Context: an optimization exercise on an open-source flow, tuned for small area and a short achievable clock period. The choices shown serve that exercise and are no tape-out recipe. The RTL was checked by simulation tests, not by an equivalence proof against the original design. No activity file was given, so power comes from the tool's default toggle rates.

===== design.v =====
package ctrl_types_pkg;
  localparam int KV_CMD_IDX_W = 16;
  typedef enum logic [0:0] {
    KV_IDLE  = 1'b0,
    KV_FLUSH = 1'b1
  } kv_mem_state_e;
  typedef struct packed {
    logic                    sel;    
    logic                    wr;     
    logic                    del;    
    logic [KV_CMD_IDX_W-1:0] idx;    
  } kv_mem_cmd_t;
endpackage
module kv_prio_onehot #(
  parameter int WIDTH = 16
) (
  input  logic [WIDTH-1:0] req_in,
  output logic [WIDTH-1:0] gnt_out
);
  assign gnt_out = req_in & (~req_in + WIDTH'(1));
endmodule
module kv_g_inv  (input logic a, output logic y);
  assign y = ~a;
endmodule
module kv_g_xnor2 (input logic a, b, output logic y);
  assign y = ~(a ^ b);
endmodule
module kv_g_nand2 (input logic a, b, output logic y);
  assign y = ~(a & b);
endmodule
module kv_g_nand3 (input logic a, b, c, output logic y);
  assign y = ~(a & b & c);
endmodule
module kv_g_nand4 (input logic a, b, c, d, output logic y);
  assign y = ~(a & b & c & d);
endmodule
module kv_g_nor2 (input logic a, b, output logic y);
  assign y = ~(a | b);
endmodule
module kv_g_nor3 (input logic a, b, c, output logic y);
  assign y = ~(a | b | c);
endmodule
module kv_g_or2 (input logic a, b, output logic y);
  assign y = a | b;
endmodule
module kv_g_o21ai (input logic a1, a2, b1, output logic y);
  assign y = ~((a1 | a2) & b1);
endmodule
module kv_g_o31ai (input logic a1, a2, a3, b1, output logic y);
  assign y = ~((a1 | a2 | a3) & b1);
endmodule
module kv_g_a21oi (input logic a1, a2, b1, output logic y);
  assign y = ~((a1 & a2) | b1);
endmodule
module kv_g_a22oi (input logic a1, a2, b1, b2, output logic y);
  assign y = ~((a1 & a2) | (b1 & b2));
endmodule
module kv_key_cmp (
  input  logic        valid_n_in,
  input  logic [31:0] key_a_in,
  input  logic [31:0] key_b_in,
  output logic        match_out,
  output logic        match_n_out
);
  logic [31:0] eq1;
  logic [7:0]  ne4;
  logic [3:0]  eq8;
  logic [1:0]  ne16;
  for (genvar b = 0; b < 32; b++) begin : g_bit
    kv_g_xnor2 u_x (.a(key_a_in[b]), .b(key_b_in[b]), .y(eq1[b]));
  end
  for (genvar k = 0; k < 8; k++) begin : g_l1
    kv_g_nand4 u_n (.a(eq1[4*k]), .b(eq1[4*k+1]), .c(eq1[4*k+2]), .d(eq1[4*k+3]), .y(ne4[k]));
  end
  for (genvar k = 0; k < 4; k++) begin : g_l2
    kv_g_nor2 u_n (.a(ne4[2*k]), .b(ne4[2*k+1]), .y(eq8[k]));
  end
  for (genvar k = 0; k < 2; k++) begin : g_l3
    kv_g_nand2 u_n (.a(eq8[2*k]), .b(eq8[2*k+1]), .y(ne16[k]));
  end
  kv_g_nor3 u_m  (.a(ne16[0]), .b(ne16[1]), .c(valid_n_in), .y(match_out));
  kv_g_inv  u_mn (.a(match_out), .y(match_n_out));
endmodule
module kv_lookup #(
  parameter int W = 64
) (
  input  logic [15:0]     m_in,        
  input  logic [15:0]     mn_in,       
  input  logic [15:0]     isel_n_in,   
  input  logic            key_dis_in,
  input  logic [16*W-1:0] data_in,
  output logic [15:0]     sel_out,
  output logic [W-1:0]    data_out
);
  localparam int NS = 4;         
  localparam int SW = W / NS;    
  logic [3:0]  any_g;      
  logic [3:0]  blk_g;      
  logic [15:0] loc_n;      
  logic        kd_a0_n, a1_a2_n;
  for (genvar g = 0; g < 4; g++) begin : g_any
    kv_g_nand4 u_a (.a(mn_in[4*g]), .b(mn_in[4*g+1]), .c(mn_in[4*g+2]), .d(mn_in[4*g+3]),
                    .y(any_g[g]));
  end
  logic a1_n;
  assign blk_g[0] = key_dis_in;
  kv_g_or2   u_b1  (.a(key_dis_in), .b(any_g[0]), .y(blk_g[1]));
  kv_g_nor2  u_k0  (.a(key_dis_in), .b(any_g[0]), .y(kd_a0_n));
  kv_g_inv   u_a1n (.a(any_g[1]), .y(a1_n));
  kv_g_nand2 u_b2  (.a(kd_a0_n), .b(a1_n), .y(blk_g[2]));
  kv_g_nor2  u_a12 (.a(any_g[1]), .b(any_g[2]), .y(a1_a2_n));
  kv_g_nand2 u_b3  (.a(kd_a0_n), .b(a1_a2_n), .y(blk_g[3]));
  for (genvar g = 0; g < 4; g++) begin : g_loc
    assign loc_n[4*g] = mn_in[4*g];
    kv_g_nand2 u_l1 (.a(m_in[4*g+1]), .b(mn_in[4*g]), .y(loc_n[4*g+1]));
    kv_g_nand3 u_l2 (.a(m_in[4*g+2]), .b(mn_in[4*g]), .c(mn_in[4*g+1]), .y(loc_n[4*g+2]));
    kv_g_nand4 u_l3 (.a(m_in[4*g+3]), .b(mn_in[4*g]), .c(mn_in[4*g+1]), .d(mn_in[4*g+2]),
                     .y(loc_n[4*g+3]));
  end
  for (genvar i = 0; i < 16; i++) begin : g_sel
    kv_g_o21ai u_s (.a1(loc_n[i]), .a2(blk_g[i/4]), .b1(isel_n_in[i]), .y(sel_out[i]));
  end
  logic kd_n;
  kv_g_inv u_kdn (.a(key_dis_in), .y(kd_n));
  logic [16*NS-1:0] lsel;      
  logic [4*NS-1:0]  gate;      
  for (genvar s = 0; s < NS; s++) begin : g_slice
    for (genvar i = 0; i < 16; i++) begin : g_cell
      kv_g_o21ai u_l (.a1(loc_n[i]), .a2(key_dis_in), .b1(isel_n_in[i]), .y(lsel[i*NS+s]));
    end
    assign gate[0*NS+s] = 1'b1;
    kv_g_nand2 u_g1 (.a(kd_n), .b(any_g[0]), .y(gate[1*NS+s]));
    kv_g_o21ai u_g2 (.a1(any_g[0]), .a2(any_g[1]), .b1(kd_n), .y(gate[2*NS+s]));
    kv_g_o31ai u_g3 (.a1(any_g[0]), .a2(any_g[1]), .a3(any_g[2]), .b1(kd_n),
                     .y(gate[3*NS+s]));
  end
  for (genvar b = 0; b < W; b++) begin : g_bit
    localparam int S = b / SW;
    logic [7:0] pr_n;
    logic [3:0] gv;
    logic [1:0] fin_n;
    for (genvar k = 0; k < 8; k++) begin : g_pair
      kv_g_a22oi u_p (.a1(lsel[(2*k)*NS + S]),   .a2(data_in[(2*k)*W + b]),
                      .b1(lsel[(2*k+1)*NS + S]), .b2(data_in[(2*k+1)*W + b]),
                      .y(pr_n[k]));
    end
    for (genvar g = 0; g < 4; g++) begin : g_grp
      kv_g_nand2 u_v (.a(pr_n[2*g]), .b(pr_n[2*g+1]), .y(gv[g]));
    end
    kv_g_a21oi u_f0 (.a1(gv[1]), .a2(gate[1*NS+S]), .b1(gv[0]), .y(fin_n[0]));
    kv_g_a22oi u_f1 (.a1(gv[2]), .a2(gate[2*NS+S]), .b1(gv[3]), .b2(gate[3*NS+S]),
                     .y(fin_n[1]));
    kv_g_nand2 u_o  (.a(fin_n[0]), .b(fin_n[1]), .y(data_out[b]));
  end
endmodule
module kv_mem_block #(
  parameter int NUM_ENTRIES = 16,
  parameter int KEY_WIDTH   = 32,
  parameter int VALUE_WIDTH = 64
) (
  input  logic                               clk,
  input  logic                               rst_n,
  input  logic [KEY_WIDTH-1:0]               key_in,
  input  logic [VALUE_WIDTH-1:0]             value_in,
  input  logic                               select_in,
  input  logic                               write_in,
  input  logic                               delete_in,
  input  logic [NUM_ENTRIES-1:0]             idx_in,
  input  logic                               flush_in,
  output logic                               hit,
  output logic [NUM_ENTRIES-1:0]             hit_idx,
  output logic [VALUE_WIDTH-1:0]             value_out,
  output logic                               free_valid,
  output logic [NUM_ENTRIES-1:0]             free_idx,
  output logic [$clog2(NUM_ENTRIES+1)-1:0]   count,
  output logic                               busy,
  output logic                               err,
  output ctrl_types_pkg::kv_mem_state_e      dbg_state
);
  localparam int CW = $clog2(NUM_ENTRIES + 1);
  localparam int PW = $clog2(NUM_ENTRIES);
  logic                   state_q;
  logic [PW-1:0]          ptr_q;
  logic [NUM_ENTRIES-1:0] valid_q;
  logic [KEY_WIDTH-1:0]   key_q [NUM_ENTRIES];
  logic [VALUE_WIDTH-1:0] val_q [NUM_ENTRIES];
  logic [CW-1:0]          count_q;
  logic                   err_q;
  logic [NUM_ENTRIES-1:0] match;
  logic [NUM_ENTRIES-1:0] key_hit_idx;
  logic [NUM_ENTRIES-1:0] free_vec;
  logic [NUM_ENTRIES-1:0] idx_valid;
  logic [NUM_ENTRIES-1:0] acc_idx;
  logic                   key_hit;
  logic                   idx_ok;
  logic                   any_free;
  logic [NUM_ENTRIES-1:0] match_n;
  logic [NUM_ENTRIES-1:0] valid_n;
  assign valid_n = ~valid_q;
  for (genvar i = 0; i < NUM_ENTRIES; i++) begin : g_cmp
    kv_key_cmp u_cmp (
      .valid_n_in (valid_n[i]),
      .key_a_in   (key_q[i]),
      .key_b_in   (key_in),
      .match_out  (match[i]),
      .match_n_out(match_n[i])
    );
  end
  kv_prio_onehot #(.WIDTH(NUM_ENTRIES)) u_free_sel (
    .req_in  (~valid_q),
    .gnt_out (free_vec)
  );
  assign key_hit   = |match;
  assign any_free  = ~&valid_q;
  logic [3:0] grp_any, grp_multi;
  always_comb begin
    for (int g = 0; g < 4; g++) begin
      grp_any[g]   = |idx_in[4*g +: 4];
      grp_multi[g] = (idx_in[4*g]   & idx_in[4*g+1]) | (idx_in[4*g]   & idx_in[4*g+2]) |
                     (idx_in[4*g]   & idx_in[4*g+3]) | (idx_in[4*g+1] & idx_in[4*g+2]) |
                     (idx_in[4*g+1] & idx_in[4*g+3]) | (idx_in[4*g+2] & idx_in[4*g+3]);
    end
  end
  assign idx_ok = !(|grp_multi) &&
                  ((grp_any[0] & !grp_any[1] & !grp_any[2] & !grp_any[3]) |
                   (!grp_any[0] & grp_any[1] & !grp_any[2] & !grp_any[3]) |
                   (!grp_any[0] & !grp_any[1] & grp_any[2] & !grp_any[3]) |
                   (!grp_any[0] & !grp_any[1] & !grp_any[2] & grp_any[3]));
  assign idx_valid = idx_in & valid_q;
  logic                   key_dis;
  logic [NUM_ENTRIES-1:0] isel_n;
  assign key_dis = state_q | select_in;
  assign isel_n  = ~({NUM_ENTRIES{!state_q && select_in && idx_ok}} & idx_valid);
  logic [NUM_ENTRIES*VALUE_WIDTH-1:0] val_flat;
  always_comb begin
    for (int i = 0; i < NUM_ENTRIES; i++) begin
      val_flat[i*VALUE_WIDTH +: VALUE_WIDTH] = val_q[i];
    end
  end
  kv_lookup #(.W(VALUE_WIDTH)) u_lookup (
    .m_in      (match),
    .mn_in     (match_n),
    .isel_n_in (isel_n),
    .key_dis_in(key_dis),
    .data_in   (val_flat),
    .sel_out   (acc_idx),
    .data_out  (value_out)
  );
  assign key_hit_idx = acc_idx;
  assign hit        = |acc_idx;
  assign hit_idx    = acc_idx;
  assign free_idx   = free_vec;
  assign free_valid = any_free;
  assign count      = count_q;
  assign busy       = state_q;
  assign dbg_state  = ctrl_types_pkg::kv_mem_state_e'(state_q);
  assign err        = err_q;
  logic                   idle_cmd;
  logic                   do_del;
  logic                   wr_req;
  logic                   do_idx_wr;
  logic                   do_key_wr;
  logic [NUM_ENTRIES-1:0] wr_vec;
  logic [NUM_ENTRIES-1:0] clr_vec;
  logic                   cnt_inc;
  logic                   cnt_dec;
  logic                   illegal;
  assign idle_cmd   = !state_q && !flush_in;
  assign do_del     = idle_cmd && delete_in && idx_ok;
  assign wr_req     = idle_cmd && write_in && !delete_in;
  assign do_idx_wr  = wr_req && select_in && idx_ok;
  assign do_key_wr  = wr_req && !select_in;
  always_comb begin
    for (int i = 0; i < NUM_ENTRIES; i++) begin
      wr_vec[i] = (do_idx_wr && idx_in[i]) ||
                  (do_key_wr && (key_hit ? key_hit_idx[i] : free_vec[i]));
    end
  end
  always_comb begin
    for (int i = 0; i < NUM_ENTRIES; i++) begin
      clr_vec[i] = (do_del && idx_in[i]) ||
                   (state_q && (ptr_q == PW'(i)));
    end
  end
  assign cnt_inc = (do_idx_wr && !(|idx_valid)) ||
                   (do_key_wr && !key_hit && any_free);
  assign cnt_dec = (do_del && (|idx_valid)) || (state_q && valid_q[ptr_q]);
  assign illegal = idle_cmd && (
                     (delete_in && !idx_ok) ||
                     (delete_in && write_in) ||
                     (wr_req && select_in && !idx_ok) ||
                     (do_key_wr && !key_hit && !any_free));
  always_ff @(posedge clk) begin
    for (int i = 0; i < NUM_ENTRIES; i++) begin
      if (wr_vec[i]) begin
        key_q[i] <= key_in;
        val_q[i] <= value_in;
      end
    end
  end
  always_ff @(posedge clk or negedge rst_n) begin
    if (!rst_n) begin
      valid_q <= '0;
      count_q <= '0;
      err_q   <= 1'b0;
      state_q <= 1'b0;
      ptr_q   <= '0;
    end else begin
      valid_q <= (valid_q & ~clr_vec) | wr_vec;
      count_q <= count_q + CW'(cnt_inc) - CW'(cnt_dec);
      if (!state_q && flush_in) begin
        err_q <= 1'b0;
      end else if (illegal) begin
        err_q <= 1'b1;
      end
      if (!state_q) begin
        state_q <= flush_in;
        ptr_q   <= '0;
      end else begin
        state_q <= (ptr_q != PW'(NUM_ENTRIES - 1));
        ptr_q   <= ptr_q + PW'(1);
      end
    end
  end
endmodule

===== flow/run.sh =====
#!/bin/bash
set -euo pipefail
cd "$(dirname "${BASH_SOURCE[0]}")/.."
source flow/knobs.sh
bash standard.sh "${KNOBS[@]}" finish > make_finish.log 2>&1

===== flow/downsize.tcl =====
# Swap a few gate types that synthesis sized up for its fixed output load
# back to their smallest drive strength (same function and pins).
set swaps {
  sky130_fd_sc_hd__a22oi_2 sky130_fd_sc_hd__a22oi_1
  sky130_fd_sc_hd__nor3_2  sky130_fd_sc_hd__nor3_1
  sky130_fd_sc_hd__a21oi_2 sky130_fd_sc_hd__a21oi_1
  sky130_fd_sc_hd__o31ai_2 sky130_fd_sc_hd__o31ai_1
}
set n 0
foreach inst [[ord::get_db_block] getInsts] {
  set m [[$inst getMaster] getName]
  if { [dict exists $swaps $m] } {
    replace_cell [$inst getName] [dict get $swaps $m]
    incr n
  }
}
puts "downsize.tcl: resized $n instances"

===== flow/knobs.sh =====
KNOBS=(
  "SETUP_SLACK_MARGIN=6"
  "BUFFER_PORTS_ARGS=-buffer_cell sky130_fd_sc_hd__buf_1"
  "CTS_ARGS=-sink_clustering_enable -repair_clock_nets -dont_use_dummy_load -sink_clustering_size 16 -sink_clustering_max_diameter 60 -buf_list {sky130_fd_sc_hd__clkbuf_4 sky130_fd_sc_hd__clkbuf_8}"
  "PRE_FLOORPLAN_TCL=$PWD/flow/downsize.tcl"
)

===== standard.sh =====
#!/bin/bash
# synth_recipe.tcl (not shown) runs the flow's synth.tcl, then flattens the netlist and writes it again
# the make line also repeats each setting of config.mk as NAME=value (left out here)
make -C /OpenROAD-flow-scripts/flow DESIGN_CONFIG=/design/flow/config.mk WORK_HOME=/design/flow/orfs CLKGATE_MAP_FILE= SYNTH_SCRIPT=/design/flow/synth_recipe.tcl "${@:-finish}"

===== config.mk =====
export PLATFORM = sky130hd
export DESIGN_NAME = kv_mem_block
export DESIGN_NICKNAME = kv_mem_block
export VERILOG_FILES = /design/flow/design.v
export SDC_FILE = /design/flow/constraint.sdc
export NUM_CORES = 4
export LEC_CHECK = 0
export CAP_MARGIN = 20
export CORE_MARGIN = 2
export CORE_UTILIZATION = 40
export PLACE_DENSITY = 0.55
export SLEW_MARGIN = 20
export SYNTH_HIERARCHICAL = 1

===== constraint.sdc =====
create_clock -name core_clock -period 14.0 [get_ports {clk}]
set_input_delay 2.8000 -clock core_clock [delete_from_list [all_inputs] [get_ports {clk}]]
set_output_delay 2.8000 -clock core_clock [all_outputs]
set_load 0.01 [all_outputs]

==> results of run 1 <==
power by group:
group	switching [mW]	leakage (nW)	internal (mW)	total [mW]
logic	0.257	7.58	0.139	0.397
registers	0.0432	14.2	5.15	5.19
clock network	1.40	0.956	0.850	2.25
total	1.70	22.7	6.14	7.84
critical path, stage by stage:
cell and delay, ns:
buf_2 0.29, o22ai_1 0.16, and4_1 0.28, and2_2 0.40
and4_4 0.31, buf_12 0.13, buf_6 0.11, nand3_4 0.21
o21ai_4 0.20, nor4_1 0.31, nand4_1 0.40, buf_2 0.29
layer usage:
metal | global-route usage, % | part of all wire [%] | up-vias
li1 | - | - | 15700
met1 | 29.8 | 42 | 18200
met2 | 33.3 | 45 | 1527
met3 | 6.76 | 9.8 | 339
met4 | 5.88 | 2.6 | 28
met5 | 0.554 | 0.17 | -
per-stage QoR:
| stage | instance area, sq um | cells | setup slack [ns] | hold WS [ns] | util [%] |
|---|---|---|---|---|---|
| global placement | 65500 | 6013 | 3.65 | 0.527 | 43.1 |
| CTS | 71000 | 6273 | 5.45 | 0.536 | 46.8 |
| finish | 71700 | 6312 | 5.29 | 0.529 | 47.2 |
| global route | 71700 | 6302 | 5.26 | 0.560 | 47.2 |
| floorplan | 61600 | 3736 | 5.69 | 0.545 | - |
| detailed placement | 65500 | 6014 | 3.68 | 0.514 | 43.1 |
state kept, by name, summed over array words and instances (netlist names):
| name | flops |
|---|---|
| key_q | 512 |
| val_q | 1024 |
| state_q | 1 |
| valid_q | 16 |
| ptr_q | 4 |
| count_q | 5 |
| err_q | 1 |
layout by cell type (no fill, tap or decap), types with 36 or more instances in the layout:
| master | count |
|---|---|
| edfxtp_1 | 1536 |
| a22oi_1 | 532 |
| xnor2_1 | 518 |
| nand2_1 | 324 |
| nand4_1 | 160 |
| clkbuf_8 | 151 |
| buf_4 | 110 |
| buf_1 | 108 |
| nor2_1 | 91 |
| buf_12 | 75 |
| o21ai_4 | 63 |
| a21oi_1 | 60 |
| a22oi_2 | 54 |
| buf_6 | 53 |
| nand2_2 | 48 |
| inv_1 | 43 |
| buf_2 | 36 |
what timing repair did:
item | in CTS | in global routing
setup buffers | 117 | 20
pin swaps | 136 | 85
gates cloned | 9 | 5
endpoints found under the setup margin | 245 | 81
gates resized for setup | 492 | 95
worst paths after layout:
kind                                      start                endpoint  depth (start not counted)  slack [ns]
hold / removal             count_q[0]$_DFF_PN0_    count_q[0]$_DFF_PN0_                          1        0.53
min in group asynchronous                 rst_n    count_q[1]$_DFF_PN0_                          1        2.06
max in group asynchronous                 rst_n    valid_q[5]$_DFF_PN0_                          1       11.25
setup reg to reg           valid_q[0]$_DFF_PN0_  val_q[9][19]$_DFFE_PP_                          7        8.85
setup / recovery                     idx_in[14]                     hit                         12        5.29
hold reg to reg            count_q[0]$_DFF_PN0_    count_q[0]$_DFF_PN0_                          1        0.53
layout make-up:
type,count,share of cell area [%]
flip-flops and latches,1563,65.2
multi-input cells,2091,22.3
repair buffers,433,6.08
well taps,2030,3.54
clock buffers,133,2.55
inverters,48,0.272
diodes,14,0.0488
==> results.ini, run 1 <==
[floorplan]
row_count=143
io-pin-count=224
die_area_sq_mm=0.156
die_h_um=395
core-area_sq_mm=0.152
initial_utilization_pct=40.3
die_w_um=395

[clock_network]
cts-root-buf=clkbuf_8
cts_sinks=1563
cts.path.max_buffers=3
cts_hold_buf=0
clk_pin_slew_ns=0.09
cts_made_buffers=133
h-tree-depth=4
cts_tree=done
clk_latency_ns=0.89

[routing]
drt-total-wl_mm=173
viasPerCell=5.68
drc_errors=0
drtIter0Drc=3757
ant_nets=0
wl_per_cell_um=27.4
drt-pass1-iter-count=6
via_count=35900

[synth]
syn_area_sq_mm=0.0612
avgSynthCellArea_sq_um=16.4
synth_nets=3864
synth_cells=3736
yosysWarningCount=11

[grt]
overflow=0
gr-usage-all-layers_pct=21.7
grt_pass1_vias=35100
antenna_found_initial=30
grt_max_degree=59
grt_pass1_wl_mm=247

[sta]
period_minus_slack_ns=8.71
slew_headroom_pct=26.2
finalSetupViolCount=0
finalSetupTns_ns=0
fin_crit_sh_pct=62.2
finalMaxSlewViolations=0
hold_viol=0
rsz0062_at_grt=yes
fmax_mhz=115
clock_skew_ns=0.138
worst_slew_pin_slew_ns=1.11

[setup_path]
start_kind=input pin
cp_data_arrival_time_ns=5.91
cp.required_ns=11.20
cp_max_fo=20
end_kind=output port
critical_path_class=in2out

[placement]
place_hpwl_mm=99.3
port_buffers=223
place_congestion=0.967

[cells_and_area]
multi_input_area_sq_mm=0.0160
n_fill_cell=12800
nets=4398
register_area_sq_mm=0.0468
drive_gt1_share_pct=17.9
syn_to_final_growth_pct=17.2

[pwr]
power_density_mw_per_mm2=109
p_leak_nw=22.7
max-vdd-ir-drop_mv=0.0751
power_mw=7.84

[outcome]
status=complete, no violations

[hold_path]
min_path_type=reg2reg

[flow_run]
drv_cap=0

==> inputs of run 2 (changes only) <==
--- a/config.mk
+++ b/config.mk
@@ -9,4 +9,4 @@
 export CORE_MARGIN = 2
-export CORE_UTILIZATION = 40
-export PLACE_DENSITY = 0.55
+export CORE_UTILIZATION = 55
+export PLACE_DENSITY = 0.68
 export SLEW_MARGIN = 20
==> run 2 against run 1 <==
Register-to-register slack improved by 0.26 ns. Design area fell by 0.31%. Sequential share of layout area grew 0.20 points. Maximum frequency decreased by 0.42%. Sequential cell count is the same. Clock skew shrank 0.027 ns. Combinational power about the same. Clock power decreased by 7%. Setup slack worse by 0.036 ns. Via count grew 2.7%. Power decreased by 2.0%. Count of clock-buffer cells in the layout down 13. Largest cell class unchanged.
==> results.ini, run 2 <==
[pwr]
power_mw=7.69  ; -2.0%
max-vdd-ir-drop_mv=0.104  ; +39%
p_leak_nw=22.9  ; +0.72%
power_density_mw_per_mm2=108  ; -1.6%

[hold_path]
min_path_type=reg2reg

[floorplan]
die_h_um=338  ; -15%
row_count=122  ; -15%
initial_utilization_pct=55.4  ; +15 points
io-pin-count=224  ; unchanged
die_w_um=338  ; -15%
core-area_sq_mm=0.111  ; -27%
die_area_sq_mm=0.114  ; -27%

[synth]
synth_nets=3864  ; unchanged
synth_cells=3736  ; unchanged
avgSynthCellArea_sq_um=16.4  ; unchanged
yosysWarningCount=11  ; unchanged
syn_area_sq_mm=0.0612  ; unchanged

[clock_network]
cts.path.max_buffers=3  ; unchanged
cts_made_buffers=120  ; -9.8%
clk_pin_slew_ns=0.08  ; about the same
clk_latency_ns=0.84  ; -0.05 ns
cts-root-buf=clkbuf_8
cts_hold_buf=0  ; unchanged
h-tree-depth=3  ; -1
cts_tree=done
cts_sinks=1563  ; unchanged

[grt]
grt_pass1_wl_mm=233  ; -5.5%
gr-usage-all-layers_pct=28.1  ; +6.4 points
grt_pass1_vias=35100  ; +0.066%
overflow=0  ; unchanged
antenna_found_initial=18  ; -40%
grt_max_degree=65  ; +10%

[sta]
hold_viol=0  ; unchanged
finalSetupTns_ns=0  ; unchanged
slew_headroom_pct=24.8  ; -1.4 points
fin_crit_sh_pct=62.4  ; +0.26 points
worst_slew_pin_slew_ns=1.13  ; +0.0214 ns
finalSetupViolCount=0  ; unchanged
finalMaxSlewViolations=0  ; unchanged
fmax_mhz=114  ; -0.42%
clock_skew_ns=0.111  ; -0.0266 ns
rsz0062_at_grt=yes
period_minus_slack_ns=8.74  ; +0.0364 ns
whs_ns=0.523  ; -0.00594 ns

[cells_and_area]
fin_cells=5759  ; -8.8%
largest_register_ffs=1024  ; unchanged
syn_to_final_growth_pct=16.8
top_regs=val_q (1024), key_q (512), valid_q (16)
top_register=val_q
final_cell_mix=edfxtp_1, xnor2_1, a22oi_1
drive_gt1_share_pct=19.2  ; +1.2 points
nets=4393  ; -0.11%
n_fill_cell=7588  ; -41%
final_common_cell=edfxtp_1

[setup_path]
cp_max_fo=32  ; +60%
start_kind=input pin
crit_path_frequent_cell=nand4_1
crit_chain=clkbuf_2, buf_12, xnor2_1, nand4_1, nor2_2, nand2_1, nor3_4, inv_1, nand4_1, buf_4, nor2_1, nand2_2, o21ai_4, nor4_2, nand4_1, buf_2
crit_family=simple AND/OR/NAND/NOR gates
critical_path_class=in2out
cp.required_ns=11.20  ; about the same
cp_num_buf_inv=5  ; +1
slowest_delay_ns=0.39  ; about the same
crit_slowest_cell=nand4_1
cp_data_arrival_time_ns=5.94  ; +0.03 ns
end_kind=output port

[outcome]
status=complete, no violations

[flow_run]
drv_cap=0  ; unchanged

[routing]
wl_per_cell_um=28.4  ; +3.4%
drtIter0Drc=4617  ; +23%
ant_nets=0  ; unchanged
drt-total-wl_mm=163  ; -5.6%
drc_errors=0  ; unchanged
via_count=36800  ; +2.7%
viasPerCell=6.39  ; +13%
drt-pass1-iter-count=8  ; +2

[placement]
place_hpwl_mm=89.0  ; -10%
place_congestion=0.993  ; +2.7%
place_inst=5467  ; -9.1%
port_buffers=223  ; unchanged

-- run 2: cell type report --
class                      count  area, sq um  area share (%)
sequential                  1563        46800            65.4
multi-input combinational   2088        16300            22.7
timing repair buffer         444         4740            6.63
tap                         1488         1860            2.60
clock buffer                 120         1650            2.31
inverter                      48          199           0.278
antenna                        8         20.0          0.0280
-- run 2: per-stage QoR --
stage | utilization, % | instance area [sq um] | setup slack, ns
5_1_grt | 64.7 | 71500 | 5.24
2_1_floorplan | - | 61600 | 5.69
4_1_cts | 63.7 | 70400 | 5.49
6_report | 64.7 | 71500 | 5.26
3_5_place_dp | 58.6 | 64800 | 3.90
3_3_place_gp | 58.6 | 64800 | 3.97
-- run 2: worst reg2reg max path, stage by stage, from the launching register on --
cell      delay, ns
edfxtp_1       0.40
xnor2_1        0.13
nand4_1        0.17
nor2_1         0.06
nand2_1        0.16
nor3_4         0.06
buf_4          0.15
nor4_1         0.43
nand4_1        0.33
buf_4          0.34
mux2i_1        0.19
nor2_1         0.40
a21o_4         0.75
buf_4          0.79
-- run 2: where the power goes --
| group | internal, mW | leakage [nW] | switching (mW) |
|---|---|---|---|
| Combinational | 0.139 | 7.84 | 0.258 |
| Clock | 0.761 | 0.863 | 1.34 |
| Sequential | 5.15 | 14.2 | 0.0396 |
-- run 2: final timing paths --
check                                      start               endpoint  slack, ns  cells past startpoint
setup / recovery                      key_in[11]                    hit       5.26                     16
hold / removal              count_q[0]$_DFF_PN0_   count_q[0]$_DFF_PN0_       0.52                      1
setup reg to reg           key_q[1][8]$_DFFE_PP_  key_q[2][7]$_DFFE_PP_       9.11                     13
hold reg to reg             count_q[0]$_DFF_PN0_   count_q[0]$_DFF_PN0_       0.52                      1
max in group asynchronous                  rst_n     ptr_q[1]$_DFF_PN0_      11.23                      1
min in group asynchronous                  rst_n   count_q[3]$_DFF_PN0_       2.11                      1
-- run 2: layer usage --
layer	wire length [um]	vias up	global-route usage [%]
li1	-	15700	-
met1	64800	18600	39.6
met2	73400	2081	42.2
met3	18700	431	7.79
met4	6260	16	10.0
met5	88	-	0
-- run 2: repair_timing --
item / CTS / global route
resized for setup: 506 / 139
setup endpoints to repair: 84 / 81
setup buffers: 120 / 25
pin swaps: 177 / 109
gates cloned: 10 / 8
==> inputs of run 3 (changes only) <==
--- a/design.v
+++ b/design.v
@@ -42,2 +42,5 @@
 endmodule
+module kv_g_nor4 (input logic a, b, c, d, output logic y);
+  assign y = ~(a | b | c | d);
+endmodule
 module kv_g_or2 (input logic a, b, output logic y);
@@ -92,2 +95,3 @@
   output logic [15:0]     sel_out,
+  output logic            hit_out,     
   output logic [W-1:0]    data_out
@@ -122,2 +126,13 @@
   end
+  logic anym_n;
+  logic [3:0] isel_any4;
+  logic isel_none;
+  kv_g_nor4 u_am (.a(any_g[0]), .b(any_g[1]), .c(any_g[2]), .d(any_g[3]), .y(anym_n));
+  for (genvar g = 0; g < 4; g++) begin : g_isa
+    kv_g_nand4 u_i (.a(isel_n_in[4*g]), .b(isel_n_in[4*g+1]), .c(isel_n_in[4*g+2]),
+                    .d(isel_n_in[4*g+3]), .y(isel_any4[g]));
+  end
+  kv_g_nor4  u_in (.a(isel_any4[0]), .b(isel_any4[1]), .c(isel_any4[2]), .d(isel_any4[3]),
+                   .y(isel_none));
+  kv_g_o21ai u_hit (.a1(key_dis_in), .a2(anym_n), .b1(isel_none), .y(hit_out));
   logic kd_n;
@@ -232,3 +247,18 @@
   assign key_dis = state_q | select_in;
-  assign isel_n  = ~({NUM_ENTRIES{!state_q && select_in && idx_ok}} & idx_valid);
+  logic [3:0]             nz_lo, nz_hi_n, nz_grp, zo_grp;
+  logic [NUM_ENTRIES-1:0] lz, ve;
+  assign ve = valid_q & {NUM_ENTRIES{!state_q && select_in}};
+  for (genvar g = 0; g < 4; g++) begin : g_idx_grp
+    kv_g_nor2  u_z0 (.a(idx_in[4*g]),   .b(idx_in[4*g+1]), .y(nz_lo[g]));
+    kv_g_nor2  u_z1 (.a(idx_in[4*g+2]), .b(idx_in[4*g+3]), .y(nz_hi_n[g]));
+    kv_g_nand2 u_nz (.a(nz_lo[g]), .b(nz_hi_n[g]), .y(nz_grp[g]));
+    kv_g_nor3  u_zo (.a(nz_grp[(g+1)%4]), .b(nz_grp[(g+2)%4]), .c(nz_grp[(g+3)%4]),
+                     .y(zo_grp[g]));
+    for (genvar p = 0; p < 4; p++) begin : g_idx_cell
+      kv_g_nor3  u_lz (.a(idx_in[4*g+(p+1)%4]), .b(idx_in[4*g+(p+2)%4]),
+                       .c(idx_in[4*g+(p+3)%4]), .y(lz[4*g+p]));
+      kv_g_nand4 u_is (.a(idx_in[4*g+p]), .b(lz[4*g+p]), .c(zo_grp[g]), .d(ve[4*g+p]),
+                       .y(isel_n[4*g+p]));
+    end
+  end
   logic [NUM_ENTRIES*VALUE_WIDTH-1:0] val_flat;
@@ -246,2 +276,3 @@
     .sel_out   (acc_idx),
+    .hit_out   (hit),
     .data_out  (value_out)
@@ -249,3 +280,2 @@
   assign key_hit_idx = acc_idx;
-  assign hit        = |acc_idx;
   assign hit_idx    = acc_idx;
==> run 3 against run 2 <==
Critical path depth fell by 1. Design area rose by 2.9%. Maximum frequency rose by 3.4%. Sequential power barely moved. Synthesized cell count rose by 0.29%. First-iteration DRC count rose by 24%. Largest power group unchanged.
==> results.ini, run 3 <==
[outcome]
status=complete, no violations

[sta]
clock_skew_ns=0.113  ; +0.00176 ns
slew_headroom_pct=20.9  ; -3.9 points
worst_slew_pin_slew_ns=1.19  ; +0.0591 ns
layout_setup_ws_ns=5.54  ; +0.284 ns
hold_viol=0  ; unchanged
period_minus_slack_ns=8.46  ; -0.284 ns
rsz0062_at_grt=yes
finalSetupTns_ns=0  ; unchanged
finalMaxSlewViolations=0  ; unchanged
fmax_mhz=118  ; +3.4%
finalSetupViolCount=0  ; unchanged
fin_crit_sh_pct=60.4  ; -2.0 points

[hold_path]
min_path_type=reg2reg
hp-start=count_q[4]$_DFF_PN0_
holdPathEnd=count_q[4]$_DFF_PN0_
min_delay_path_depth=2  ; +1

[synth]
synth_nets=3875  ; +0.28%
yosysWarningCount=11  ; unchanged
synth_cells=3747  ; +0.29%

[pwr]
p_leak_nw=24.0  ; +5.1%
max-vdd-ir-drop_mv=0.0877  ; -16%
power_density_mw_per_mm2=106  ; -1.3%

[floorplan]
die_area_sq_mm=0.114  ; +0.13%
die_h_um=338  ; about the same
die_w_um=338  ; about the same
io-pin-count=224  ; unchanged
core-area_sq_mm=0.111  ; +0.14%
row_count=122  ; unchanged
initial_utilization_pct=55.4  ; about the same

[grt]
grt_max_degree=72  ; +11%
overflow=0  ; unchanged
grt-busiest-layer=met2
grt_pass1_wl_mm=244  ; +4.8%
grtUsageMet1_pct=41.7  ; +2.1 points
grt_pass1_vias=36400  ; +3.5%
antenna_found_initial=26  ; +8
met2_usage_pct=45.0  ; +2.9 points
use_met3_pct=8.07  ; +0.28 points
gr-usage-all-layers_pct=29.7  ; +1.6 points

[setup_path]
r2r_start=key_q[0][22]$_DFFE_PP_
start_kind=input pin
cp_data_arrival_time_ns=5.66  ; -0.28 ns
reg2regPathDepth=15  ; +2
r2r-end=val_q[14][50]$_DFFE_PP_
cp_max_fo=5  ; -84%
end_kind=output port
critical_path_class=in2out
reg2reg_slack_ns=8.81  ; -0.30 ns
cp.required_ns=11.20  ; about the same

[placement]
port_buffers=223  ; unchanged
preCtsSetupSlack_ns=4.06  ; +0.164 ns
place_congestion=0.992  ; -0.11%
place_hpwl_mm=91.9  ; +3.3%

[flow_run]
drv_cap=0  ; unchanged

[cells_and_area]
top_register=val_q
drive_gt1_share_pct=23.5  ; +4.3 points
largest_register_ffs=1024  ; unchanged
top_regs=val_q (1024), key_q (512), valid_q (16)
nets=4556  ; +3.7%
final_common_cell=edfxtp_1
final_cell_mix=edfxtp_1, xnor2_1, a22oi_1

[clock_network]
cts.path.max_buffers=3  ; unchanged
cts_hold_buf=0  ; unchanged
clk_latency_ns=0.84  ; about the same
cts_sinks=1563  ; unchanged
cts-root-buf=clkbuf_8
cts_tree=done
clk_pin_slew_ns=0.08  ; about the same
cts_made_buffers=117  ; -2.5%
h-tree-depth=3  ; unchanged

[routing]
via_count=38500  ; +4.5%
wl_per_cell_um=29.8  ; +5.0%
ant_nets=0  ; unchanged
drt-total-wl_mm=177  ; +8.3%
drtIter0Drc=5747  ; +24%
drc_errors=0  ; unchanged
drt-pass1-iter-count=12  ; +4
viasPerCell=6.48  ; +1.4%

==> run 3: power breakdown <==
group	switching [mW]	internal [mW]
combinational	0.313	0.200
sequential	0.0424	5.15
clock	1.36	0.743
total	1.71	6.10
==> run 3: worst max-delay path, cell delays in order <==
cell	delay, ns
clkbuf_16	0.15
xnor2_2	0.12
nand4_1	0.20
nor2_2	0.20
nand2_2	0.14
nor3_4	0.35
clkinvlp_4	0.28
nand3_4	0.29
o21ai_4	0.14
buf_4	0.19
a22oi_1	0.18
nand2_1	0.08
a21oi_1	0.14
nand2_1	0.17
clkbuf_2	0.18
==> run 3: per-layer routing <==
layer  wire (um)  vias to the layer above
met2       81400                     2410
met4        6410                       24
met1       67900                    19400
met5         143                        -
li1            -                    16100
met3       21000                      504
==> run 3: worst max-delay path by stage <==
stage               start            end  slack, ns  cells past startpoint
2_1_floorplan  key_in[23]   value_out[0]       6.06                     10
3_3_place_gp   key_in[18]   value_out[8]       4.20                     13
3_5_place_dp   key_in[14]  value_out[18]       4.06                     13
4_1_cts        key_in[26]  value_out[37]       5.71                     15
5_1_grt         key_in[2]  value_out[44]       5.46                     17
6_report       key_in[26]  value_out[47]       5.54                     15
==> run 3: layout make-up <==
type	instances	area (sq um)
Inverter	48	204
Timing Repair Buffer	579	5900
Sequential cell	1563	46800
Timing Repair inverter	3	21.3
Clock buffer	117	1610
Multi-Input combinational cell	2116	17200
Antenna cell	21	52.6
Tap cell	1488	1860
Fill cell	7305	37000
==> run 3: timing repair <==
action,in CTS,in global routing
pin swaps,150,179
setup buffers,191,74
endpoints found under the setup margin,81,79
gates resized for setup,452,284
gates cloned,29,17
==> run 3: stage by stage <==
step	std cells	area [sq um]	power, mW	hold slack, ns	utilization (%)
after floorplan	3747	61300	5.50	0.545	-
after global placement	5481	64600	5.68	0.576	58.4
after detailed placement	5485	64700	5.70	0.602	58.5
after CTS	5822	71400	7.79	0.622	64.5
after global routing	5920	73600	8.03	0.672	66.5
final	5935	73600	7.81	0.611	66.5
==> inputs of run 4 (changes only) <==
--- a/config.mk
+++ b/config.mk
@@ -7,7 +7,7 @@
 export LEC_CHECK = 0
-export CAP_MARGIN = 20
+export CAP_MARGIN = 10
 export CORE_MARGIN = 2
-export CORE_UTILIZATION = 55
-export PLACE_DENSITY = 0.68
-export SLEW_MARGIN = 20
+export CORE_UTILIZATION = 40
+export PLACE_DENSITY = 0.55
+export SLEW_MARGIN = 10
 export SYNTH_HIERARCHICAL = 1
==> run 4 against run 3 <==
Still clean. Critical path depth increased by 2. Register-to-register slack better by 0.13 ns. Die area up 37%. Largest power group unchanged.
==> results.ini, run 4 <==
[outcome]
status=complete, no violations

[routing]
drtIter0Drc=3925  ; -32%
wl_per_cell_um=28.6  ; -4.0%
drt-pass1-iter-count=6  ; -6
drc_errors=0  ; unchanged
drt-total-wl_mm=183  ; +3.5%
via_count=36700  ; -4.6%
ant_nets=0  ; unchanged
viasPerCell=5.74  ; -12%

[synth]
synth_nets=3875  ; unchanged
synth_cells=3747  ; unchanged
yosysWarningCount=11  ; unchanged

[floorplan]
core-area_sq_mm=0.152  ; +37%
die_h_um=396  ; +17%
row_count=143  ; +17%
io-pin-count=224  ; unchanged
die_w_um=396  ; +17%
die_area_sq_mm=0.156  ; +37%
initial_utilization_pct=40.3  ; -15 points

[grt]
grt_pass1_vias=35000  ; -3.7%
grt_max_degree=60  ; -17%
gr-usage-all-layers_pct=22.4  ; -7.2 points
grt_pass1_wl_mm=253  ; +3.6%
antenna_found_initial=29  ; +12%
overflow=0  ; unchanged

[setup_path]
cp_num_buf_inv=8  ; +4
end_kind=output port
crit_family=buffers and inverters
cp_data_arrival_time_ns=5.61  ; -0.05 ns
crit_chain=clkbuf_16, buf_6, xnor2_2, nand4_1, nor2_2, nand2_2, nor3_4, buf_4, inv_2, nand4_1, buf_4, buf_12, o21ai_4, buf_6, a22oi_2, nand2_1, buf_2
cp_max_fo=8  ; +3
crit_start=key_in[23]
start_kind=input pin
slowest_delay_ns=0.30  ; -0.05 ns
r2r_start=key_q[0][5]$_DFFE_PP_
critical_path_class=in2out
crit_slowest_cell=a22oi_2
cp.required_ns=11.20  ; about the same

[cells_and_area]
final_area_sq_mm=0.0735  ; -0.15%
final_cell_mix=edfxtp_1, a22oi_1, xnor2_1
final_common_cell=edfxtp_1
nets=4490  ; -1.4%
largest_register_ffs=1024  ; unchanged
drive_gt1_share_pct=22.3  ; -1.2 points
top_register=val_q
top_regs=val_q (1024), key_q (512), valid_q (16)

[sta]
finalMaxSlewViolations=0  ; unchanged
clock_skew_ns=0.112  ; -0.00116 ns
rsz0062_at_grt=yes
hold_viol=0  ; unchanged
period_minus_slack_ns=8.41  ; -0.0452 ns
slew_headroom_pct=22.0  ; +1.1 points
worst_slew_pin_slew_ns=1.16  ; -0.0255 ns
finalSetupTns_ns=0  ; unchanged
fin_crit_sh_pct=60.1  ; -0.32 points
fmax_mhz=119  ; +0.54%
finalSetupViolCount=0  ; unchanged

[clock_network]
cts-root-buf=clkbuf_8
clk_pin_slew_ns=0.08  ; about the same
cts_tree=done
cts_made_buffers=133  ; +14%
cts_sinks=1563  ; unchanged
h-tree-depth=4  ; +1
cts.path.max_buffers=3  ; unchanged
clk_latency_ns=0.92  ; +0.08 ns

[placement]
place_congestion=0.913  ; -8.0%
port_buffers=223  ; unchanged
place_hpwl_mm=98.3  ; +7.0%
placed_area_sq_mm=0.0654  ; +1.1%

[pwr]
power_mw=7.95  ; +1.8%
power_density_mw_per_mm2=108  ; +1.9%
p_leak_nw=23.7  ; -1.4%
max-vdd-ir-drop_mv=0.0688  ; -22%

[hold_path]
hp-start=count_q[0]$_DFF_PN0_
min_path_type=reg2reg

[flow_run]
drv_cap=0  ; unchanged

-- run 4: metrics by stage --
step,hold WS (ns),cells,worst slack [ns],util [%]
after floorplan,0.545,3747,6.06,-
after global placement,0.499,6039,4.02,43.0
after detailed placement,0.505,6039,3.98,43.0
after CTS,0.524,6312,5.70,46.8
after global routing,0.530,6397,5.56,48.3
final,0.518,6400,5.59,48.3
-- run 4: per-layer routing --
metal	vias to the layer above	track usage, %	part of all wire, %
met5	-	0	0.096
met4	28	6.48	2.8
met2	1569	34.9	46
met3	337	6.72	9.3
li1	16000	-	-
met1	18800	30.5	42
-- run 4: layout make-up --
type	instances	area (sq um)
Fill cell	12900	78600
Antenna cell	10	25.0
Clock buffer	133	1830
Timing Repair Buffer	500	5080
Sequential cell	1563	46800
Multi-Input combinational cell	2116	17000
Tap cell	2030	2540
Inverter	48	196
-- run 4: report_power, final --
| group | internal, mW | switching [mW] | total (mW) |
|---|---|---|---|
| Combinational | 0.180 | 0.307 | 0.487 |
| Sequential | 5.15 | 0.0383 | 5.19 |
| Clock | 0.850 | 1.42 | 2.27 |
| Total | 6.19 | 1.77 | 7.95 |
-- run 4: path summary, 6_finish.rpt --
kind	end	slack, ns	depth (start not counted)
worst min register to register	count_q[0]$_DFF_PN0_	0.52	1
worst min-delay path	count_q[0]$_DFF_PN0_	0.52	1
worst max register to register	val_q[12][30]$_DFFE_PP_	8.94	16
max in group asynchronous	valid_q[8]$_DFF_PN0_	11.37	1
worst max-delay path	value_out[58]	5.59	17
min in group asynchronous	count_q[4]$_DFF_PN0_	1.98	1
-- run 4: what timing repair did --
item | 4_1_cts | 5_1_grt
hold buffers | 0 | 0
gates cloned | 16 | 21
endpoints found under the hold margin | 0 | 0
buffers inserted | 124 | 57
pin swaps | 130 | 214
resized for setup | 432 | 345
setup endpoints to repair | 81 | 81
==> inputs of run 5 (changes only) <==
--- a/design.v
+++ b/design.v
@@ -98,3 +98,3 @@
 );
-  localparam int NS = 4;         
+  localparam int NS = 8;         
   localparam int SW = W / NS;    
==> run 5 against run 4 <==
Die area up 0.62%. Sequential cell count unchanged. Still clean. Power up 0.95%. Cell count up 2.1%.
==> results.ini, run 5 <==
[grt]
grt_pass1_vias=35800  ; +2.2%
antenna_found_initial=15  ; -48%
overflow=0  ; unchanged
gr-usage-all-layers_pct=23.3  ; +0.89 points
grt_max_degree=65  ; +8.3%
grt_pass1_wl_mm=264  ; +4.2%

[sta]
finalSetupTns_ns=0  ; unchanged
period_minus_slack_ns=8.68  ; +0.268 ns
fmax_mhz=115  ; -3.1%
slew_headroom_pct=18.0  ; -4.0 points
rsz0062_at_grt=yes
hold_viol=0  ; unchanged
finalSetupViolCount=0  ; unchanged
clock_skew_ns=0.105  ; -0.00647 ns
finalMaxSlewViolations=0  ; unchanged
fin_crit_sh_pct=62.0  ; +1.9 points
worst_slew_pin_slew_ns=1.23  ; +0.0686 ns

[routing]
drc_errors=0  ; unchanged
ant_nets=0  ; unchanged
drt-total-wl_mm=190  ; +3.6%
via_count=37900  ; +3.2%
drtIter0Drc=3868  ; -1.5%
viasPerCell=5.80  ; +1.0%
wl_per_cell_um=29.0  ; +1.5%
drt-pass1-iter-count=5  ; -1

[synth]
yosysWarningCount=11  ; unchanged
synth_nets=3951  ; +2.0%
synth_cells=3823  ; +2.0%

[placement]
place_congestion=0.873  ; -4.3%
place_hpwl_mm=105  ; +7.3%
port_buffers=223  ; unchanged

[floorplan]
die_h_um=397  ; +0.31%
initial_utilization_pct=40.2  ; -0.17 points
core-area_sq_mm=0.154  ; +1.1%
die_area_sq_mm=0.157  ; +0.62%
row_count=144  ; +0.70%
io-pin-count=224  ; unchanged
die_w_um=397  ; +0.31%

[cells_and_area]
nets=4621  ; +2.9%
final_cell_mix=edfxtp_1, xnor2_1, a22oi_1
post-route-util_pct=49.2  ; +0.90 points
final_common_cell=edfxtp_1
top_regs=val_q (1024), key_q (512), valid_q (16)
largest_register_ffs=1024  ; unchanged
top_register=val_q
drive_gt1_share_pct=26.5  ; +4.2 points

[hold_path]
holdPathEnd=count_q[0]$_DFF_PN0_
min_delay_path_depth=1  ; unchanged
hp-start=count_q[0]$_DFF_PN0_
min_path_type=reg2reg

[setup_path]
cp.required_ns=11.20  ; about the same
crit_start=key_in[4]
reg2reg_slack_ns=9.05  ; +0.11 ns
critical_path_class=in2out
r2r_start=state_q$_DFF_PN0_
cp_max_fo=8  ; unchanged
r2r-end=val_q[13][21]$_DFFE_PP_
start_kind=input pin
end_kind=output port
cp_data_arrival_time_ns=5.88  ; +0.27 ns
reg2regPathDepth=10  ; -6

[clock_network]
clk_latency_ns=0.92  ; about the same
cts_made_buffers=130  ; -2.3%
clk_pin_slew_ns=0.06  ; -0.02 ns
cts.path.max_buffers=3  ; unchanged
cts-root-buf=clkbuf_8
h-tree-depth=4  ; unchanged
cts_tree=done
cts_sinks=1563  ; unchanged

[outcome]
status=complete, no violations

[pwr]
p_leak_nw=24.3  ; +2.7%
power_density_mw_per_mm2=106  ; -1.9%
max-vdd-ir-drop_mv=0.104  ; +51%

[flow_run]
drv_cap=0  ; unchanged

-- run 5: timing repair --
item,CTS,global route
hold buffers,0,0
gates resized for setup,798,305
endpoints found under the hold margin,0,0
endpoints found under the setup margin,266,81
gates cloned,22,8
setup buffers,162,73
pin swaps,255,238
-- run 5: worst max-delay path, cell delays in order --
cell        delay (ns)
buf_8             0.10
buf_12            0.13
buf_12            0.14
xnor2_4           0.16
nand4_1           0.14
nor2_2            0.17
nand2_2           0.11
nor3_4            0.28
clkinvlp_4        0.22
buf_6             0.18
nand4_1           0.20
buf_12            0.24
o21ai_4           0.09
buf_12            0.18
a22oi_2           0.12
nand2_1           0.10
a21oi_2           0.15
nand2_2           0.16
buf_6             0.17
-- run 5: stage by stage --
step                      setup WS (ns)  hold slack (ns)  instance area [sq um]  instances  power, mW
after detailed placement           2.95            0.515                  65700       6140       5.73
after global routing               5.31            0.558                  75700       6537       8.28
final                              5.32            0.519                  75700       6537       8.03
after floorplan                    6.07            0.545                  61700       3823       5.50
after CTS                          5.47            0.531                  73500       6454       8.05
after global placement             3.02            0.506                  65600       6135       5.72
-- run 5: worst max-delay path by stage --
stage	endpoint	slack, ns	depth (start not counted)
after floorplan	value_out[0]	6.07	10
after global placement	value_out[60]	3.02	14
after detailed placement	value_out[43]	2.95	14
after CTS	value_out[46]	5.47	18
after global routing	value_out[50]	5.31	19
final	value_out[54]	5.32	19
-- run 5: cell type report --
cell class	instances	area, sq um
Antenna cell	2	5.00
Clock buffer	130	1790
Tap cell	2044	2560
Fill cell	12800	78000
Inverter	48	201
Timing Repair Buffer	556	5950
Sequential cell	1563	46800
Multi-Input combinational cell	2194	18400
-- run 5: routing by layer --
metal,wire length (um),track usage [%],vias up
li1,-,-,16400
met3,17100,6.07,309
met2,87000,35.9,1743
met1,80000,32.8,19400
met5,125,0,-
met4,5360,6.31,22
-- run 5: report_power, final --
group          leakage [nW]  total (mW)  switching (mW)  internal (mW)
combinational          9.23       0.572           0.362          0.210
clock                 0.935        2.25            1.42          0.832
sequential             14.1        5.20          0.0458           5.15
total                  24.3        8.03            1.83           6.20
==> inputs of run 6 (changes only) <==
--- a/design.v
+++ b/design.v
@@ -98,3 +98,3 @@
 );
-  localparam int NS = 8;         
+  localparam int NS = 4;         
   localparam int SW = W / NS;    
--- a/flow/knobs.sh
+++ b/flow/knobs.sh
@@ -1,3 +1,3 @@
 KNOBS=(
-  "SETUP_SLACK_MARGIN=6"
+  "SETUP_SLACK_MARGIN=5.5"
   "BUFFER_PORTS_ARGS=-buffer_cell sky130_fd_sc_hd__buf_1"
==> run 6 against run 5 <==
Non-clock buffer count down 125. Synthesized cell count down 2.0%. Combinational power down 23%. Sequential cell count unchanged. Setup slack better by 0.15 ns. Hold slack better by 0.0020 ns. Largest power group unchanged. Critical path type unchanged. Register-to-register slack worse by 0.46 ns. Clock skew up 0.0088 ns. Die area down 0.62%.
==> results.ini, run 6 <==
[sta]
slew_headroom_pct=19.1  ; +1.1 points
fin_crit_sh_pct=60.9  ; -1.1 points
clock_skew_ns=0.114  ; +0.00882 ns
finalSetupViolCount=0  ; unchanged
rsz0062_at_grt=yes
layout_setup_ws_ns=5.47  ; +0.149 ns
hold_viol=0  ; unchanged
finalSetupTns_ns=0  ; unchanged
fmax_mhz=117  ; +1.8%
period_minus_slack_ns=8.53  ; -0.149 ns
worst_slew_pin_slew_ns=1.20  ; -0.0254 ns
finalMaxSlewViolations=0  ; unchanged

[setup_path]
cp_max_fo=9  ; +1
cp_num_buf_inv=7  ; -1
reg2regPathDepth=16  ; +6
cp_data_arrival_time_ns=5.73  ; -0.15 ns
r2r-end=val_q[12][30]$_DFFE_PP_
start_kind=input pin
crit_family=buffers and inverters
r2r_start=key_q[0][5]$_DFFE_PP_
reg2reg_slack_ns=8.59  ; -0.46 ns
critical_path_class=in2out
crit_chain=buf_4, clkbuf_16, buf_4, xnor2_1, nand4_1, nor2_1, nand2_1, nor3_4, inv_4, nand4_1, buf_12, buf_4, nor2_1, nand2_1, o21ai_1, buf_1
crit_path_frequent_cell=buf_4
worst-path-stages=16  ; -3
cp.required_ns=11.20  ; about the same
crit_start=key_in[10]
slowest_delay_ns=0.67  ; +0.39 ns
crit_slowest_cell=o21ai_1
end_kind=output port

[routing]
drc_errors=0  ; unchanged
viasPerCell=5.69  ; -1.8%
ant_nets=0  ; unchanged
wl_per_cell_um=27.8  ; -4.1%
drt-total-wl_mm=176  ; -7.2%
drtIter0Drc=3918  ; +1.3%
via_count=36000  ; -5.0%
drt-pass1-iter-count=6  ; +1

[clock_network]
cts-root-buf=clkbuf_8
cts_made_buffers=133  ; +2.3%
clk_pin_slew_ns=0.08  ; +0.02 ns
clk_latency_ns=0.93  ; about the same
cts.path.max_buffers=3  ; unchanged
h-tree-depth=4  ; unchanged
cts_tree=done
cts_sinks=1563  ; unchanged

[grt]
grt_pass1_wl_mm=246  ; -6.7%
overflow=0  ; unchanged
gr-usage-all-layers_pct=21.8  ; -1.6 points
grt_max_degree=60  ; -7.7%
antenna_found_initial=30  ; +15
grt_pass1_vias=34300  ; -4.2%

[floorplan]
die_h_um=396  ; -0.31%
die_area_sq_mm=0.156  ; -0.62%
core-area_sq_mm=0.152  ; -1.0%
initial_utilization_pct=40.3  ; +0.17 points
die_w_um=396  ; -0.31%
io-pin-count=224  ; unchanged
row_count=143  ; -0.69%

[placement]
preCtsSetupSlack_ns=3.98  ; +1.03 ns
place_congestion=0.913  ; +4.5%
placed_area_sq_mm=0.0654  ; -0.40%
port_buffers=223  ; unchanged
place_hpwl_mm=98.3  ; -6.8%

[synth]
synth_cells=3747  ; -2.0%
yosysWarningCount=11  ; unchanged
synth_nets=3875  ; -1.9%

[cells_and_area]
final_area_sq_mm=0.0708  ; -6.5%
final_cell_mix=edfxtp_1, a22oi_1, xnor2_1
top_register=val_q
post-route-util_pct=46.5  ; -2.7 points
top_regs=val_q (1024), key_q (512), valid_q (16)
final_common_cell=edfxtp_1
nets=4420  ; -4.3%
drive_gt1_share_pct=15.1  ; -11 points
largest_register_ffs=1024  ; unchanged

[outcome]
status=complete, no violations

[flow_run]
drv_cap=0  ; unchanged

[hold_path]
min_path_type=reg2reg
holdPathEnd=count_q[0]$_DFF_PN0_
hp-start=count_q[0]$_DFF_PN0_
min_delay_path_depth=1  ; unchanged

[pwr]
power_density_mw_per_mm2=112  ; +5.2%
max-vdd-ir-drop_mv=0.0667  ; -36%
p_leak_nw=22.4  ; -8.0%
power_mw=7.90  ; -1.6%

## run 6: area by class of cell
cell class / instances / area [sq um]
Antenna cell: 8 / 20.0
Clock buffer: 133 / 1830
Fill cell: 13200 / 81300
Inverter: 48 / 190
Multi-Input combinational cell: 2115 / 15700
Sequential cell: 1563 / 46800
Tap cell: 2030 / 2540
Timing Repair Buffer: 431 / 3690
## run 6: stage by stage
stage | std cells | hold slack [ns]
final | 6328 | 0.521
after global routing | 6325 | 0.530
after CTS | 6235 | 0.524
after detailed placement | 6039 | 0.505
after global placement | 6039 | 0.499
after floorplan | 3747 | 0.545
## run 6: power by group
group          leakage [nW]  switching [mW]  internal, mW
combinational          7.26           0.288         0.154
sequential             14.1          0.0380          5.15
clock                 0.956            1.41         0.850
total                  22.4            1.74          6.16
## run 6: timing repair
item	CTS	global route
pin swaps	45	76
endpoints found under the setup margin	80	71
setup buffers	63	76
hold buffers	0	0
cloned	0	9
resized for setup	195	195
## run 6: worst max-delay path by stage
stage | end | slack, ns
after floorplan | value_out[0] | 6.06
after global placement | value_out[21] | 4.02
after detailed placement | value_out[21] | 3.98
after CTS | value_out[21] | 5.50
after global routing | value_out[31] | 5.40
final | hit_idx[10] | 5.47
## run 6: metal layers
layer | track usage, % | wire, um
met1 | 30.0 | 74700
met4 | 6.67 | 4680
met5 | 0 | 169
met2 | 33.6 | 80500
met3 | 6.01 | 16000
==> inputs of run 7 (changes only) <==
--- a/config.mk
+++ b/config.mk
@@ -13 +13,2 @@
 export SYNTH_HIERARCHICAL = 1
+export TNS_END_PERCENT = 0
==> run 7 against run 6 <==
Still clean. Die area unchanged. Critical path depth down 2. Wire length down 1.1%. Sequential cell count stayed put.
==> results.ini, run 7 <==
[cells_and_area]
post-route-util_pct=45.9  ; -0.62 points
final_common_cell=edfxtp_1
drive_gt1_share_pct=12.3  ; -2.7 points
top_register=val_q
top_regs=val_q (1024), key_q (512), valid_q (16)
largest_register_ffs=1024  ; unchanged
final_area_sq_mm=0.0698  ; -1.3%
final_cell_mix=edfxtp_1, a22oi_1, xnor2_1
n_fill_cell=13300  ; +0.73%
nets=4373  ; -1.1%
fin_cells=6282  ; -0.73%

[placement]
place_inst=6039  ; unchanged
port_buffers=223  ; unchanged
place_hpwl_mm=98.3  ; unchanged
placed_area_sq_mm=0.0654  ; unchanged
place_congestion=0.913  ; unchanged

[clock_network]
clk_pin_slew_ns=0.08  ; about the same
clk_latency_ns=0.92  ; about the same
cts_tree=done
h-tree-depth=4  ; unchanged
cts_sinks=1563  ; unchanged
cts.path.max_buffers=3  ; unchanged
cts-root-buf=clkbuf_8
cts_made_buffers=133  ; unchanged
cts_hold_buf=0  ; unchanged

[hold_path]
min_path_type=reg2reg

[synth]
synth_nets=3875  ; unchanged
yosysWarningCount=11  ; unchanged
synth_cells=3747  ; unchanged

[pwr]
p_sw_mw=1.74  ; -0.20%
p_int_mw=6.15  ; about the same
max-vdd-ir-drop_mv=0.0678  ; +1.7%
pwr-share-clk_pct=28.7  ; about the same
p_leak_nw=21.9  ; -2.1%
combPwrFrac_pct=5.5  ; about the same
p_seq_share_pct=65.8  ; about the same
swShare_pct=22.0  ; about the same
power_density_mw_per_mm2=113  ; +1.2%

[floorplan]
initial_utilization_pct=40.3  ; unchanged
die_area_sq_mm=0.156  ; unchanged
die_h_um=396  ; unchanged
core-area_sq_mm=0.152  ; unchanged
row_count=143  ; unchanged
io-pin-count=224  ; unchanged
die_w_um=396  ; unchanged

[grt]
overflow=0  ; unchanged
grt_pass1_vias=34300  ; +0.012%
gr-usage-all-layers_pct=21.8  ; about the same
grt_max_degree=60  ; unchanged
antenna_found_initial=29  ; -3.3%
grt_pass1_wl_mm=246  ; about the same

[sta]
finalMaxSlewViolations=0  ; unchanged
period_minus_slack_ns=8.49  ; -0.0405 ns
fmax_mhz=118  ; +0.48%
finalSetupViolCount=0  ; unchanged
finalSetupTns_ns=0  ; unchanged
slew_headroom_pct=21.7  ; +2.6 points
worst_slew_pin_slew_ns=1.17  ; -0.0387 ns
fin_crit_sh_pct=60.6  ; -0.29 points
rsz0062_at_grt=yes
clock_skew_ns=0.107  ; -0.00718 ns
hold_viol=0  ; unchanged

[setup_path]
critical_path_class=in2out
cp.required_ns=11.20  ; about the same
end_kind=output port
cp_data_arrival_time_ns=5.69  ; -0.04 ns
start_kind=input pin
cp_max_fo=32  ; +23

[routing]
drc_errors=0  ; unchanged
drt-pass1-iter-count=5  ; -1
wl_per_cell_um=27.7  ; -0.41%
via_count=35600  ; -1.0%
viasPerCell=5.67  ; -0.28%
drt-total-wl_mm=174  ; -1.1%
ant_nets=0  ; unchanged
drtIter0Drc=3787  ; -3.3%

[outcome]
status=complete, no violations

[flow_run]
drv_cap=0  ; unchanged

-- run 7: through the flow --
stage / hold slack, ns / total power, mW / setup slack, ns
floorplan: 0.545 / 5.50 / 6.06
global placement: 0.499 / 5.70 / 4.02
detailed placement: 0.505 / 5.70 / 3.98
CTS: 0.524 / 7.95 / 5.49
global route: 0.530 / 8.17 / 5.43
finish: 0.518 / 7.89 / 5.51
-- run 7: path summary, 6_finish.rpt --
kind / start / endpoint / slack [ns] / cells after the start
max: key_in[5] / value_out[57] / 5.51 / 14
min: count_q[0]$_DFF_PN0_ / count_q[0]$_DFF_PN0_ / 0.52 / 1
max reg2reg: key_q[0][23]$_DFFE_PP_ / val_q[12][30]$_DFFE_PP_ / 8.74 / 15
min reg2reg: count_q[0]$_DFF_PN0_ / count_q[0]$_DFF_PN0_ / 0.52 / 1
max in group asynchronous: rst_n / valid_q[8]$_DFF_PN0_ / 11.38 / 1
min in group asynchronous: rst_n / count_q[4]$_DFF_PN0_ / 1.98 / 1
-- run 7: area by class of cell --
type | count | area [sq um] | area share (%)
sequential | 1563 | 46800 | 67.0
multi-input combinational | 2115 | 15400 | 22.0
timing repair buffer | 384 | 3050 | 4.37
tap | 2030 | 2540 | 3.64
clock buffer | 133 | 1830 | 2.62
inverter | 48 | 188 | 0.269
antenna | 9 | 22.5 | 0.0323
-- run 7: critical path, stage by stage --
cell       delay (ns)
clkbuf_16        0.18
xnor2_1          0.19
nand4_1          0.21
nor2_2           0.23
nand2_1          0.15
nor3_4           0.25
inv_4            0.15
nand4_1          0.17
buf_8            0.26
o21ai_1          0.09
buf_4            0.30
a22oi_2          0.38
nand2_1          0.13
buf_1            0.15
-- run 7: power groups by stage --
stage          sequential [mW]  combinational, mW  clock [mW]
6_report                  5.19              0.433        2.26
2_1_floorplan             5.28              0.216           0
5_1_grt                   5.20              0.476        2.50
3_3_place_gp              5.30              0.398           0
4_1_cts                   5.19              0.426        2.33
3_5_place_dp              5.30              0.404           0
-- run 7: layer usage --
| metal | up-vias | part of all wire, % | global-route usage [%] |
|---|---|---|---|
| met5 | - | 0.099 | 0 |
| met4 | 28 | 2.7 | 6.62 |
| met3 | 324 | 9.0 | 5.89 |
| met2 | 1465 | 46 | 33.6 |
| met1 | 18100 | 43 | 30.1 |
| li1 | 15700 | - | - |
-- run 7: timing repair --
item | in CTS | in global routing
buffers inserted | 61 | 36
pin swaps | 45 | 47
setup endpoints to repair | 80 | 71
hold endpoints to repair | 0 | 0
cloned | 0 | 4
gates resized for setup | 195 | 76
==> inputs of run 8 (changes only) <==
--- a/flow/knobs.sh
+++ b/flow/knobs.sh
@@ -1,3 +1,3 @@
 KNOBS=(
-  "SETUP_SLACK_MARGIN=5.5"
+  "SETUP_SLACK_MARGIN=5.75"
   "BUFFER_PORTS_ARGS=-buffer_cell sky130_fd_sc_hd__buf_1"
==> run 8 against run 7 <==
Die area unchanged. Setup slack better by 0.058 ns. Synthesized cell count stayed put. Sequential power about the same. Utilization grew 0.19 points. Clock power about the same. Sequential cell count is the same. Combinational power about the same. Critical path depth is 2 lower. Cell count about the same. Critical path type unchanged. Global-route usage grew 0.20 points.
==> results.ini, run 8 <==
[pwr]
swShare_pct=22.0  ; about the same
max-vdd-ir-drop_mv=0.0650  ; -4.2%
p_leak_nw=22.0  ; +0.75%
p_int_mw=6.15  ; about the same
combPwrFrac_pct=5.5  ; about the same
p_sw_mw=1.73  ; about the same
power_density_mw_per_mm2=113  ; -0.44%

[setup_path]
cp.required_ns=11.20  ; about the same
crit_path_frequent_cell=nand2_1
critical_path_class=in2out
cp_max_fo=16  ; -50%
crit_slowest_cell=nand4_1
crit_chain=buf_1, nor2_1, nand2_1, nor3_1, nand4_1, o21ai_1, buf_4, a22oi_1, nand2_1, a22oi_1, nand2_1, buf_1
slowest_delay_ns=0.47  ; +0.09 ns
start_kind=input pin
end_kind=output port
cp_data_arrival_time_ns=5.63  ; -0.06 ns

[sta]
fmax_mhz=119  ; +0.69%
clock_skew_ns=0.114  ; +0.00674 ns
worst_slew_pin_slew_ns=1.30  ; +0.136 ns
finalSetupViolCount=0  ; unchanged
hold_viol=0  ; unchanged
finalMaxSlewViolations=0  ; unchanged
rsz0062_at_grt=yes
fin_crit_sh_pct=60.2  ; -0.41 points
slew_headroom_pct=12.6  ; -9.1 points
finalSetupTns_ns=0  ; unchanged

[grt]
grt_max_degree=60  ; unchanged
grtUsageMet1_pct=30.3  ; +0.18 points
grt-busiest-layer=met2
antenna_found_initial=29  ; unchanged
overflow=0  ; unchanged
grt_pass1_wl_mm=248  ; +0.82%
gr-usage-all-layers_pct=22.0  ; +0.20 points
grt_pass1_vias=34600  ; +0.83%

[clock_network]
cts_made_buffers=133  ; unchanged
cts_hold_buf=0  ; unchanged
clk_latency_ns=0.93  ; about the same
cts_sinks=1563  ; unchanged
cts_tree=done
h-tree-depth=4  ; unchanged
cts.path.max_buffers=3  ; unchanged
clk_pin_slew_ns=0.08  ; about the same

[floorplan]
die_h_um=396  ; unchanged
io-pin-count=224  ; unchanged
die_area_sq_mm=0.156  ; unchanged
row_count=143  ; unchanged
initial_utilization_pct=40.3  ; unchanged
core-area_sq_mm=0.152  ; unchanged
die_w_um=396  ; unchanged

[routing]
via_count=35800  ; +0.51%
drc_errors=0  ; unchanged
ant_nets=0  ; unchanged
drtIter0Drc=3767  ; -0.53%
wl_per_cell_um=27.8  ; +0.17%
drt-pass1-iter-count=6  ; +1
viasPerCell=5.70  ; +0.41%

[cells_and_area]
top_regs=val_q (1024), key_q (512), valid_q (16)
final_cell_mix=edfxtp_1, a22oi_1, xnor2_1
register_area_sq_mm=0.0468  ; unchanged
final_common_cell=edfxtp_1
n_fill_cell=13300  ; -0.35%
post-route-util_pct=46.1  ; +0.19 points
nets=4378  ; +0.11%
largest_register_ffs=1024  ; unchanged

[outcome]
status=complete, no violations

[placement]
place_congestion=0.913  ; unchanged
place_hpwl_mm=98.3  ; unchanged
port_buffers=223  ; unchanged

[synth]
synth_cells=3747  ; unchanged
yosysWarningCount=11  ; unchanged

run 8: cell types whose count changed in the layout (fill, tap and decap cells not counted), moves of 12 or more:
cell     delta
nor2_2     +12
a22oi_1    +13
nor2_1     -13
a22oi_2    -13
run 8: worst paths after layout:
path / start / end / slack [ns] / cells past startpoint
setup / recovery: idx_in[8] / value_out[51] / 5.57 / 12
hold reg to reg: count_q[0]$_DFF_PN0_ / count_q[0]$_DFF_PN0_ / 0.52 / 1
hold / removal: count_q[0]$_DFF_PN0_ / count_q[0]$_DFF_PN0_ / 0.52 / 1
max in group asynchronous: rst_n / valid_q[8]$_DFF_PN0_ / 11.40 / 1
min in group asynchronous: rst_n / count_q[4]$_DFF_PN0_ / 1.97 / 1
setup reg to reg: key_q[0][16]$_DFFE_PP_ / val_q[12][22]$_DFFE_PP_ / 8.69 / 15
run 8: what timing repair did:
item,CTS,global route
endpoints found under the setup margin,81,73
cloned,5,0
pin swaps,110,4
buffers inserted,100,1
gates resized for setup,304,0
run 8: through the flow:
stage | hold slack (ns) | power [mW] | cells | area [sq um] | setup WS [ns]
2_1_floorplan | 0.545 | 5.50 | 3747 | 61300 | 6.06
3_3_place_gp | 0.499 | 5.70 | 6039 | 65400 | 4.02
3_5_place_dp | 0.505 | 5.70 | 6039 | 65400 | 3.98
4_1_cts | 0.524 | 7.96 | 6277 | 70100 | 5.70
5_1_grt | 0.530 | 8.17 | 6283 | 70100 | 5.43
6_report | 0.522 | 7.89 | 6288 | 70100 | 5.57
run 8: final cells by class:
type | instances | share of cell area [%]
Sequential cell | 1563 | 66.8
Multi-Input combinational cell | 2115 | 22.1
Timing Repair Buffer | 389 | 4.65
Tap cell | 2030 | 3.62
Clock buffer | 133 | 2.61
Inverter | 48 | 0.268
Antenna cell | 10 | 0.0357
run 8: metal layers:
metal  part of all wire, %  wire (um)
met1                    43      74300
met2                    46      79700
met3                   8.9      15500
met4                   2.8       4870
met5                 0.076        132
run 8: worst max-delay path, delay by kind of cell:
kind | cells | cell delay (ns)
buf+inv | 3 | 0.83
simple gates | 6 | 1.41
compound gates | 3 | 0.57
run 8: power groups by stage:
stage          Combinational [mW]  Sequential (mW)  Clock [mW]
2_1_floorplan               0.216             5.28           0
3_3_place_gp                0.398             5.30           0
3_5_place_dp                0.404             5.30           0
4_1_cts                     0.434             5.19        2.33
5_1_grt                     0.476             5.20        2.49
6_report                    0.434             5.19        2.26

Re-timed with assumed drivers on the ports (clkbuf_16 on the clock, buf_2 on other inputs), run 8 has 5.453 ns of setup slack against 5.568 ns with ideal ports, and 5.453 ns once port delays also move by the mid clock arrival of 0.939 ns.
